Background: an optimization exercise with open tools, aiming at small area, a short achievable clock period and few clock cycles per item. Do not read the settings as production practice. Only simulation tests tie the RTL to the original design; equivalence was not proved.

run 1:
Design sparse_dot_top, start of the top module:
module sparse_dot_top #(
    parameter int MAX_ROWS = sparse_pkg::MAX_DIM,
    parameter int MAX_COLS = sparse_pkg::MAX_DIM
) (
    input  logic                                  clk,
    input  logic                                  rst,
    input  logic                                  load_en,
    input  sparse_pkg::bank_e                     load_bank,
    input  logic [sparse_pkg::INDEX_W-1:0]        load_index,
    input  sparse_pkg::word_t                     load_data,
    input  logic                                  start,
    input  logic [sparse_pkg::DIM_W-1:0]          num_rows,
    input  logic [sparse_pkg::DIM_W-1:0]          num_cols,
    input  logic [sparse_pkg::LANES*MAX_ROWS-1:0] bitmap_a,
    input  logic [sparse_pkg::LANES*MAX_COLS-1:0] bitmap_b,
    output logic                                  busy,
    output logic                                  done,
    output logic                                  result_valid,
    output logic [sparse_pkg::DIM_W-1:0]          result_row,
    output logic [sparse_pkg::DIM_W-1:0]          result_col,
    output sparse_pkg::acc_t                      result_value
);
For scale: roughly 3200 cells after synthesis, roughly 800 flip-flops, about 110 I/O pins, about 0.041 mm² of cells after synthesis.
clock: 10.0 ns
lec_check: 0
abc_clock_period_in_ps: 3000
cap_margin: 5
core_margin: 2
core_utilization: 60
cts_cluster_diameter: 80
cts_cluster_size: 30
slew_margin: 5
standard.sh (not shown) runs the stock make flow with config.mk's settings and CLKGATE_MAP_FILE= SYNTH_SCRIPT=/design/flow/synth_recipe.tcl, a recipe that flattens the netlist after the stock synthesis.
==> flow/flow/run.sh <==
#!/bin/bash
# The standard layout, with timing repair aiming below the design's clock
# period (the SDC is unchanged; only the repair margin is raised). Extra make
# variables, one per line, come from flow/args.txt.
set -euo pipefail
mapfile -t ARGS < flow/args.txt
bash standard.sh "${ARGS[@]}" finish > standard_finish.log 2>&1
==> flow/flow/args.txt <==
SETUP_SLACK_MARGIN=6.7
BUFFER_PORTS_ARGS=-buffer_cell sky130_fd_sc_hd__buf_2
Testbench counts of run 1, summed over its fixed seeds: cycles 10,520, items 9,944.
## Diff of input files: run 2 against run 1
- SLEW_MARGIN now 20, was 5
- CAP_MARGIN now 20, was 5
==> flow/flow/args.txt <==
SETUP_SLACK_MARGIN=6.6
BUFFER_PORTS_ARGS=-buffer_cell sky130_fd_sc_hd__buf_2
Notes after the runs:
- Between run 2 and run 1, it is run 2 whose total number of vias is lower, by about 0.6%.
- Diff run 1 -> run 2: total track usage held steady; number of clock buffers inserted by TritonCTS grew by 5.1%.
## Diff of input files: run 3 against run 2
- GPL_TIMING_DRIVEN: unset -> 1
==> flow/flow/args.txt <==
SETUP_SLACK_MARGIN=6.7
BUFFER_PORTS_ARGS=-buffer_cell sky130_fd_sc_hd__buf_2
==> comparison <==
Worst path setup slack after routing in run 3 is 0.057 ns above run 2. Worst relative slew slack on run 3 is up relative to run 2. Summary: with run 2 as the reference, achievable frequency in run 3 moved up slightly. Run 3 vs. run 2: flip-flop and latch share of the layout cell area went down by 0.32 points. Detailed route wirelength on metal3 down 4.5% in run 3 wrt run 2.
What run 4 does differently from run 3 at the input level:
- clearing GPL_TIMING_DRIVEN, which used to be 1
==> flow/flow/args.txt <==
SETUP_SLACK_MARGIN=6.5
BUFFER_PORTS_ARGS=-buffer_cell sky130_fd_sc_hd__buf_2
Results
Looking at utilization, run 4 sits 1.4 points below run 3. In terms of number of buffers inserted by hold repair at cts, run 3 and run 4 differ only marginally. On highest clock rate, run 4 does worse than run 3. The final estimated routing congestion in global placement on run 4 is in line with that on run 3. The lower layout buffer count excluding clock buffers came out of run 4. The higher final area of run 4 and run 3 is in run 3. The setup slack of run 4 is smaller than that of run 3.
Relative to run 4, the following input files were edited for run 5:
- swapping 60 for 70 in CORE_UTILIZATION
==> flow/flow/args.txt <==
SETUP_SLACK_MARGIN=6.6
BUFFER_PORTS_ARGS=-buffer_cell sky130_fd_sc_hd__buf_2
--- outcome ---
On clock skew, run 4 loses to run 5.
Looking at topmost layer with routed signal wires, the met4 result is from run 4; the met5 one comes from run 5.
Diff run 4 and run 5: global-route track usage on met2 lower in run 4
Run 5 against run 4: final critical-path share of the clock period dropped 2.4 points, minimum period implied by the final worst setup slack dropped 0.24 ns, floorplan die area dropped about 14%, number of cells on the worst reg-to-reg path climbed 5.
Looking at capturing instance or port of the critical path, the i_value_store.mem[10][2] result is from run 4; the result_value[20] one comes from run 5.

[what the ideal ports hide]
The results above use ideal ports. As a check the final layouts listed here were re-extracted and re-timed, cells and wires unchanged.
Step 1 assumes that a clkbuf_16 drives the clock port and a buf_2 every other input.
Step 2 moves the port delays by t, midway between the first and last clock arrival at a register: inputs arrive t later, outputs are due t later. That takes back most of the time a late clock gives input paths.
a / b / c = no drivers / after step 1 / after step 2; a / b = the first two.
run | shift t [ns] | setup slack, ns | worst setup path after step 2 | slew at the worst register clock pin (ns)
run 1 | 0.671 | 6.646 / 6.646 / 6.111 | input to register | 0.11 / 0.11
run 2 | 0.671 | 6.628 / 6.628 / 6.065 | input to register | 0.11 / 0.11
run 3 | 0.661 | 6.685 / 6.685 / 6.108 | input to register | 0.11 / 0.11
run 4 | 0.674 | 6.396 / 6.438 / 5.764 | input to register | 0.12 / 0.12
run 5 | 0.663 | 6.633 / 6.633 / 6.016 | input to register | 0.12 / 0.12
After both steps every run listed still meets setup and hold. The setup slack of run 4, which loses most, moves by +0.042 ns with the drivers and by -0.632 ns with both steps.
